What follows belongs to an exercise in optimizing a design on an open flow for small area; a production flow would make more cautious choices.
Only simulation tests tie the RTL to the original design; equivalence was not proved.
No activity file was given, so power comes from the tool's default toggle rates.

## build 46
## host_link_top
module host_link_top (
  input  wire logic        BUS_CLK,
  input  wire logic        rst_n,
  input  wire logic        wr_wren,
  input  wire logic [31:0] wr_data,
  output logic             wr_full,
  input  wire logic        rd_rden,
  output logic      [31:0] rd_data,
  output logic             rd_empty,
  output logic             rd_eof,
  output logic             app_running,
  output logic             app_error
);
For scale: roughly 1,800 cells after synthesis, roughly 840 flip-flops, about 73 I/O pins, ~0.031 sq mm of cells after synthesis.
Settings: LEC_CHECK=0, CAP_MARGIN=20, CORE_MARGIN=2, CORE_UTILIZATION=60, SLEW_MARGIN=20; clock period 6.0 ns.
standard.sh (not shown) runs the stock make flow with config.mk's settings and CLKGATE_MAP_FILE= SYNTH_SCRIPT=/design/flow/synth_recipe.tcl, a recipe that flattens the netlist after the stock synthesis.
==> flow/flow/run.sh <==
#!/bin/bash
# Standard ORFS layout, with a leaner clock tree (no dummy loads, larger sink
# clusters) and the smallest buffer for the port buffers.
set -euo pipefail
CTS="-sink_clustering_enable -repair_clock_nets -dont_use_dummy_load -sink_clustering_buffer sky130_fd_sc_hd__clkbuf_8 -sink_clustering_size ${CTS_SIZE:-20} -sink_clustering_max_diameter ${CTS_DIAM:-45}"
bash standard.sh \
  "CTS_ARGS=$CTS" \
  "BUFFER_PORTS_ARGS=-buffer_cell sky130_fd_sc_hd__buf_1" \
  finish > make_finish.log 2>&1
Input-level comparison between build 52 and build 46:
- CTS_CLUSTER_SIZE: unset -> 25
- CTS_CLUSTER_DIAMETER: unset -> 60
==> flow/run.sh (new file) <==
#!/bin/bash
# synth_recipe.tcl (not shown) runs the flow's synth.tcl, then flattens the netlist and writes it again
# the make line also repeats each setting of config.mk as NAME=value (left out here)
make -C /OpenROAD-flow-scripts/flow DESIGN_CONFIG=/design/flow/config.mk WORK_HOME=/design/flow/orfs CLKGATE_MAP_FILE= SYNTH_SCRIPT=/design/flow/synth_recipe.tcl finish
removed: flow/flow/run.sh
removed: flow/standard.sh
## What came out
Going from build 46 to build 52, fraction of final layout cells with drive strength greater than 1 shows no meaningful change; portion of netlist area occupied by mux cells shows no meaningful change; flip-flop and latch count shows no meaningful change. Core utilization in build 52 is 1.7 points above build 46. Compared to build 46, build 52 has global-route usage 0.35 points lower. When the final numbers for build 52 and build 46 were put side by side, the standby leakage power turned out to be greater in build 52. A beginning of the critical path of fr[0] is what build 46 shows, while fr[3] belongs to build 52. Comparing signal arrival time at the worst endpoint for build 52 and build 46, the smaller number came from build 46. Going from build 46 to build 52, worst hold slack now smaller, total routed wirelength fell by 1.3%.
What build 95 does differently from build 52 at the input level:
- CTS_CLUSTER_SIZE no longer set, was 25
- CTS_CLUSTER_DIAMETER no longer set, was 60
==> flow/flow/run.sh (new file) <==
#!/bin/bash
# Standard ORFS layout, with a leaner clock tree (no dummy loads, larger sink
# clusters) and the smallest buffer for the port buffers.
set -euo pipefail
CTS="-sink_clustering_enable -repair_clock_nets -dont_use_dummy_load -buf_list sky130_fd_sc_hd__clkbuf_8 -sink_clustering_size ${CTS_SIZE:-20} -sink_clustering_max_diameter ${CTS_DIAM:-45}"
bash standard.sh \
  "CTS_ARGS=$CTS" \
  "BUFFER_PORTS_ARGS=-buffer_cell sky130_fd_sc_hd__buf_1" \
  finish > make_finish.log 2>&1
==> flow/standard.sh (new file) <==
#!/bin/bash
# synth_recipe.tcl (not shown) runs the flow's synth.tcl, then flattens the netlist and writes it again
# the make line also repeats each setting of config.mk as NAME=value (left out here)
make -C /OpenROAD-flow-scripts/flow DESIGN_CONFIG=/design/flow/config.mk WORK_HOME=/design/flow/orfs CLKGATE_MAP_FILE= SYNTH_SCRIPT=/design/flow/synth_recipe.tcl "${@:-finish}"
removed: flow/run.sh
- The flip-flop and latch count on build 95 is in line with that on build 52.
- Against build 52, build 95 comes in 3.7% lower on leakage power figure.
- Global-route usage ends up lower on build 52.
- Compared to build 52, build 95 has per-cell via count in the routed design 0.71% higher.
- Summary of build 95 over build 52: met3 track demand over resource in global routing up 0.97 points, critical path depth down 1.
- Changes observed in build 95 relative to build 52: final design area excluding fillers has decreased, number of non-clock buffers in the layout has decreased.

========
Another version of the RTL of host_link_top (not shown whole).
Size in the first run: roughly 1600 cells after synthesis, ~710 flip-flops, about 73 I/O pins, about 26000 µm² of cells after synthesis.
// host_link_top
module host_link_top (
  input  wire logic        BUS_CLK,
  input  wire logic        rst_n,
  input  wire logic        wr_wren,
  input  wire logic [31:0] wr_data,
  output logic             wr_full,
  input  wire logic        rd_rden,
  output logic      [31:0] rd_data,
  output logic             rd_empty,
  output logic             rd_eof,
  output logic             app_running,
  output logic             app_error
);
==> flow/config.mk <==
export PLATFORM = sky130hd
export DESIGN_NAME = host_link_top
export DESIGN_NICKNAME = host_link_top
export VERILOG_FILES = /design/flow/design.v
export SDC_FILE = /design/flow/constraint.sdc
export NUM_CORES = 4
export LEC_CHECK = 0
export CAP_MARGIN = 20
export CORE_MARGIN = 2
export CORE_UTILIZATION = 75
export SLEW_MARGIN = 20
==> flow/constraint.sdc <==
create_clock -name core_clock -period 6.0 [get_ports {BUS_CLK}]
set_input_delay 1.2000 -clock core_clock [delete_from_list [all_inputs] [get_ports {BUS_CLK}]]
set_output_delay 1.2000 -clock core_clock [all_outputs]
set_load 0.01 [all_outputs]
==> flow/flow/run.sh <==
#!/bin/bash
# Standard ORFS layout, with a leaner clock tree (no dummy loads, larger sink
# clusters) and the smallest buffer for the port buffers.
set -euo pipefail
CTS="-sink_clustering_enable -repair_clock_nets -dont_use_dummy_load -sink_clustering_size ${CTS_SIZE:-30} -sink_clustering_max_diameter ${CTS_DIAM:-50}"
bash standard.sh \
  "CTS_ARGS=$CTS" \
  "BUFFER_PORTS_ARGS=-buffer_cell sky130_fd_sc_hd__buf_1" \
  finish > make_finish.log 2>&1
Change:
--- a/flow/flow/run.sh
+++ b/flow/flow/run.sh
@@ -5 +5 @@
-CTS="-sink_clustering_enable -repair_clock_nets -dont_use_dummy_load -sink_clustering_size ${CTS_SIZE:-30} -sink_clustering_max_diameter ${CTS_DIAM:-50}"
+CTS="-sink_clustering_enable -repair_clock_nets -dont_use_dummy_load -sink_clustering_size ${CTS_SIZE:-25} -sink_clustering_max_diameter ${CTS_DIAM:-60}"
--- a/flow/config.mk
+++ b/flow/config.mk
@@ -10 +10 @@
-export CORE_UTILIZATION = 75
+export CORE_UTILIZATION = 60
The new run ran to the end with no violations. Sequential cell count is unchanged. Wire length went up slightly. Synthesized area is unchanged. Total power went down slightly. Final area went up slightly. Die area went up by a quarter to a third. Worst setup slack gains 340 ps. Worst hold slack loses 15 ps. Clock skew went up by 10 ps. Non-clock buffer count went up by 5.
Change:
--- a/flow/flow/run.sh
+++ b/flow/flow/run.sh
@@ -5 +5 @@
-CTS="-sink_clustering_enable -repair_clock_nets -dont_use_dummy_load -sink_clustering_size ${CTS_SIZE:-25} -sink_clustering_max_diameter ${CTS_DIAM:-60}"
+CTS="-sink_clustering_enable -repair_clock_nets -dont_use_dummy_load -sink_clustering_size ${CTS_SIZE:-35} -sink_clustering_max_diameter ${CTS_DIAM:-60}"
--- a/flow/config.mk
+++ b/flow/config.mk
@@ -10 +10 @@
-export CORE_UTILIZATION = 60
+export CORE_UTILIZATION = 70
Core utilization rises by 9.8 points. Combinational power stays flat. Global-route usage is higher by 4.1 points. Via count rises by 1.0%. Wire length decreases by 2.2%. Power came out lower by 1.3%. Final cell count fell by 3.6%. Synthesized area does not change. Hold slack gets worse by 10 ps.

========
onyx:
The RTL this note starts from:
==> flow/design.v <==
`timescale 1ns/1ps
`default_nettype none
module host_link_top (
  input  wire logic        BUS_CLK,
  input  wire logic        rst_n,
  input  wire logic        wr_wren,
  input  wire logic [31:0] wr_data,
  output logic             wr_full,
  input  wire logic        rd_rden,
  output logic      [31:0] rd_data,
  output logic             rd_empty,
  output logic             rd_eof,
  output logic             app_running,
  output logic             app_error
);
  localparam logic [1:0] cls_nop   = 2'd0;
  localparam logic [1:0] cls_start = 2'd1;
  localparam logic [1:0] cls_bad   = 2'd2;
  localparam logic [1:0] cls_cfg   = 2'd3;
  logic [4:0]  c_cnt;       
  logic [1:0]  wph;         
  logic [1:0]  wcls;        
  logic [2:0]  cw;          
  logic [5:0]  cr;          
  logic [1:0]  word_cnt;    
  logic        cmd_valid;
  logic [31:0] p_mem [6];
  logic [31:0] e_mem [6];
  logic [5:0]  cfg_mem;
  logic        accept;
  logic        pop;
  logic        take;
  logic [1:0]  hcls;
  logic [31:0] p_in;
  logic [31:0] cp;          
  logic [31:0] ce;          
  logic        c_is_cfg;
  logic        c_start;
  logic        c_bad;
  assign accept  = wr_wren && (c_cnt != 5'd16);
  assign pop     = (c_cnt != 5'd0) && !cmd_valid;
  assign wr_full = (c_cnt >= 5'd14);
  always_comb begin
    if (wr_data[15:8] == 8'h00)                               hcls = cls_nop;
    else if (wr_data[15:0] == 16'h0108)                       hcls = cls_cfg;
    else if (wr_data[15:0] == 16'h0908)                       hcls = cls_start;
    else                                                      hcls = cls_bad;
  end
  assign p_in = {(wcls == cls_cfg) ? wr_data[31:30] : wcls, wr_data[29:0]};
  always_comb begin
    cp       = '0;
    ce       = '0;
    c_is_cfg = 1'b0;
    for (int i = 0; i < 6; i++) begin
      cp       = cp | ({32{cr[i]}} & p_mem[i]);
      ce       = ce | ({32{cr[i]}} & e_mem[i]);
      c_is_cfg = c_is_cfg | (cr[i] & cfg_mem[i]);
    end
  end
  assign c_start = !c_is_cfg && (cp[31:30] == cls_start);
  assign c_bad   = !c_is_cfg && (cp[31:30] == cls_bad);
  always_ff @(posedge BUS_CLK or negedge rst_n) begin
    if (!rst_n) begin
      c_cnt     <= '0;
      wph       <= '0;
      cw        <= '0;
      cr        <= 6'b000001;
      word_cnt  <= '0;
      cmd_valid <= 1'b0;
    end else begin
      if (accept && !pop)      c_cnt <= c_cnt + 5'd1;
      else if (!accept && pop) c_cnt <= c_cnt - 5'd1;
      if (accept) begin
        wph <= (wph == 2'd2) ? 2'd0 : wph + 2'd1;
        if (wph == 2'd2) cw <= (cw == 3'd5) ? 3'd0 : cw + 3'd1;
      end
      if (take) begin
        cmd_valid <= 1'b0;
        cr        <= {cr[4:0], cr[5]};
      end
      if (pop) begin
        if (word_cnt == 2'd2) begin
          word_cnt  <= 2'd0;
          cmd_valid <= 1'b1;
        end else begin
          word_cnt <= word_cnt + 2'd1;
        end
      end
    end
  end
  always_ff @(posedge BUS_CLK) begin
    if (accept && wph == 2'd0) wcls <= hcls;
    for (int i = 0; i < 6; i++) begin
      if (accept && wph == 2'd1 && cw == 3'(i)) begin
        p_mem[i]   <= p_in;
        cfg_mem[i] <= (wcls == cls_cfg);
      end
      if (accept && wph == 2'd2 && cw == 3'(i)) e_mem[i] <= wr_data;
    end
  end
  logic        running;
  logic        waiting;     
  logic        cfgv;        
  logic [15:0] stride;
  logic [31:0] expbits;
  logic [15:0] expc;
  logic [15:0] rem;         
  logic [15:0] pace;
  logic        first;       
  logic        done_seen;
  logic        frame_wren;
  logic        f_high;
  assign take        = cmd_valid && (!running || !c_is_cfg);
  assign frame_wren  = running && !waiting && !f_high;
  assign app_running = running;
  always_ff @(posedge BUS_CLK or negedge rst_n) begin
    if (!rst_n) begin
      running   <= 1'b0;
      waiting   <= 1'b0;
      cfgv      <= 1'b0;
      stride    <= '0;
      expbits   <= '0;
      done_seen <= 1'b0;
      app_error <= 1'b0;
    end else begin
      if (take) begin
        if (c_is_cfg) begin   
          stride  <= cp[31:16];
          expbits <= ce;
          cfgv    <= 1'b1;
        end
        if (c_bad) app_error <= 1'b1;
        if (c_start) begin
          if (running)                   app_error <= 1'b1;
          else if (cp[15:0] == 16'd0)    done_seen <= 1'b1;
          else                           running   <= 1'b1;
        end
      end
      if (frame_wren) begin
        if (rem == 16'd1) begin
          running   <= 1'b0;
          done_seen <= 1'b1;
        end else if (cfgv && expc[15:1] != 15'd0) begin
          waiting <= 1'b1;
        end
      end
      if (waiting && pace == 16'd2) waiting <= 1'b0;
    end
  end
  always_ff @(posedge BUS_CLK) begin
    if (take && c_is_cfg) expc <= cp[15:0];
    if (take && c_start && !running) begin
      rem   <= cp[15:0];
      first <= 1'b1;
    end
    if (frame_wren) begin
      rem   <= rem - 16'd1;
      first <= 1'b0;
      pace  <= expc;
    end else if (waiting) begin
      pace <= pace - 16'd1;
    end
  end
  logic [2:0]  f_cnt;
  logic [2:0]  fw;
  logic [5:0]  fr;
  logic        half;        
  logic [15:0] ridx;        
  logic [15:0] fs_mem [6];
  logic [31:0] fe_mem [6];
  logic [5:0]  ff_mem;
  logic [15:0] hs;
  logic [31:0] he;
  logic        hf;
  logic [15:0] hidx;
  logic        rtake;
  logic        frame_rden;
  assign f_high     = f_cnt[2] && f_cnt[1];   
  assign rd_empty   = (f_cnt == 3'd0);
  assign rtake      = rd_rden && !rd_empty;
  assign frame_rden = rtake && half;
  assign rd_eof     = !running && done_seen && rd_empty;   
  always_comb begin
    hs = '0;
    he = '0;
    hf = 1'b0;
    for (int i = 0; i < 6; i++) begin
      hs = hs | ({16{fr[i]}} & fs_mem[i]);
      he = he | ({32{fr[i]}} & fe_mem[i]);
      hf = hf | (fr[i] & ff_mem[i]);
    end
  end
  assign hidx    = hf ? 16'd0 : ridx;
  assign rd_data = half ? {hidx, hs} : he;
  always_ff @(posedge BUS_CLK or negedge rst_n) begin
    if (!rst_n) begin
      f_cnt <= '0;
      fw    <= '0;
      fr    <= 6'b000001;
      half  <= 1'b0;
    end else begin
      if (frame_wren && !frame_rden)      f_cnt <= f_cnt + 3'd1;
      else if (!frame_wren && frame_rden) f_cnt <= f_cnt - 3'd1;
      if (frame_wren) fw <= (fw == 3'd5) ? 3'd0 : fw + 3'd1;
      if (frame_rden) fr <= {fr[4:0], fr[5]};
      if (rtake) half <= !half;
    end
  end
  always_ff @(posedge BUS_CLK) begin
    for (int i = 0; i < 6; i++) begin
      if (frame_wren && fw == 3'(i)) begin
        fs_mem[i] <= stride;
        fe_mem[i] <= expbits;
        ff_mem[i] <= first;
      end
    end
    if (frame_rden) ridx <= hidx + 16'd1;
  end
endmodule
`default_nettype wire
Settings: LEC_CHECK=0, CAP_MARGIN=20, CORE_MARGIN=2, CORE_UTILIZATION=60, SLEW_MARGIN=20; clock period 6.0 ns.
==> flow/flow/run.sh <==
#!/bin/bash
# Standard ORFS layout, with a leaner clock tree (no dummy loads, larger sink
# clusters) and the smallest buffer for the port buffers.
set -euo pipefail
CTS="-sink_clustering_enable -repair_clock_nets -dont_use_dummy_load -sink_clustering_size ${CTS_SIZE:-35} -sink_clustering_max_diameter ${CTS_DIAM:-60}"
bash standard.sh \
  "CTS_ARGS=$CTS" \
  "BUFFER_PORTS_ARGS=-buffer_cell sky130_fd_sc_hd__buf_1" \
  finish > make_finish.log 2>&1
diff inputs: onyx => violet
# onyx
export LEC_CHECK = 0
export CAP_MARGIN = 20
export CORE_MARGIN = 2
export CORE_UTILIZATION = 60
export SLEW_MARGIN = 20
create_clock -name core_clock -period 6.0 [get_ports {BUS_CLK}]
# violet
export LEC_CHECK = 0
export CAP_MARGIN = 20
export CORE_MARGIN = 2
export CORE_UTILIZATION = 60
export GPL_TIMING_DRIVEN = 0
export SLEW_MARGIN = 20
create_clock -name core_clock -period 6.0 [get_ports {BUS_CLK}]
--- outcome ---
onyx -> violet: pin count of the biggest net entering global routing decreased by more than half. [violet] final worst setup slack fell 0.84 ns relative to onyx. Critical path arrival: violet and onyx compared, lower one is onyx. violet reports a higher combinational power share than onyx does.

========
Another version of the RTL of host_link_top (not shown whole).
Size in the first run: roughly 1800 cells after synthesis, about 840 flip-flops, roughly 73 I/O pins, roughly 0.031 mm² of cells after synthesis.
==> flow/config.mk <==
export PLATFORM = sky130hd
export DESIGN_NAME = host_link_top
export DESIGN_NICKNAME = host_link_top
export VERILOG_FILES = /design/flow/design.v
export SDC_FILE = /design/flow/constraint.sdc
export NUM_CORES = 4
export LEC_CHECK = 0
export CAP_MARGIN = 20
export CORE_MARGIN = 2
export CORE_UTILIZATION = 70
export SLEW_MARGIN = 20
==> flow/constraint.sdc <==
create_clock -name core_clock -period 6.0 [get_ports {BUS_CLK}]
set_input_delay 1.2000 -clock core_clock [delete_from_list [all_inputs] [get_ports {BUS_CLK}]]
set_output_delay 1.2000 -clock core_clock [all_outputs]
set_load 0.01 [all_outputs]
Scripts as last shown in full above: flow/flow/run.sh
The baseline ran to the end with no violations.
Edit:
--- a/flow/flow/run.sh
+++ b/flow/flow/run.sh
@@ -4,3 +4,3 @@
 set -euo pipefail
-CTS="-sink_clustering_enable -repair_clock_nets -dont_use_dummy_load -sink_clustering_size ${CTS_SIZE:-35} -sink_clustering_max_diameter ${CTS_DIAM:-60}"
+CTS="-sink_clustering_enable -repair_clock_nets -dont_use_dummy_load -sink_clustering_size ${CTS_SIZE:-25} -sink_clustering_max_diameter ${CTS_DIAM:-60}"
 bash standard.sh \
Settings changed: CORE_UTILIZATION 70 to 60.
Result:
- worst setup slack gets worse by 0.23 ns
- area after synthesis does not change
- sequential cell count stays the same
- fmax came out lower by 5.2%
- total power grows by about 1.9%
- cell area is higher by 0.91%
- wire length went up by about 4.7%
- via count drops by 0.68%
- count of clock-buffer cells in the layout is higher by 5
- critical path depth grows by 1
- sequential share of layout area is lower by 0.67 points

## re-timing with driven ports
The results above use ideal ports. As a check the final layouts listed here were re-extracted and re-timed, cells and wires unchanged. Step 1, drivers: a clkbuf_16 drives BUS_CLK and a buf_2 each remaining input, both assumed. Step 2 also shifts input and output timing later by t, the mid clock arrival at the registers, as if the neighbouring blocks saw the same clock. a / b / c = ideal ports / drivers / drivers and shift; a / b = the first two.
run | t (ns) | slack for setup (ns) | latest minus earliest clock arrival (ns) | pins driven straight from the clock port
build 46 | 0.643 | 2.104 / 2.042 / 2.653 | 0.066 / 0.066 | 1
build 52 | 0.674 | 1.347 / 1.284 / 1.958 | 0.044 / 0.044 | 1
build 95 | 0.719 | 1.991 / 1.931 / 2.598 | 0.083 / 0.083 | 1
the first run of note 2 | 0.631 | 1.478 / 1.426 / 2.057 | 0.059 / 0.059 | 1
the second run of note 2 | 0.635 | 1.817 / 1.757 / 2.392 | 0.060 / 0.060 | 1
the third run of note 2 | 0.620 | 1.810 / 1.753 / 2.339 | 0.046 / 0.046 | 1
onyx | 0.643 | 2.084 / 2.022 / 2.665 | 0.072 / 0.072 | 1
violet | 0.673 | 1.247 / 1.182 / 1.791 | 0.060 / 0.061 | 1
the first run of note 4 | 0.649 | 1.827 / 1.762 / 2.268 | 0.065 / 0.064 | 1
the second run of note 4 | 0.661 | 1.600 / 1.536 / 2.197 | 0.047 / 0.048 | 1
After both steps setup and hold are still met in every run listed.
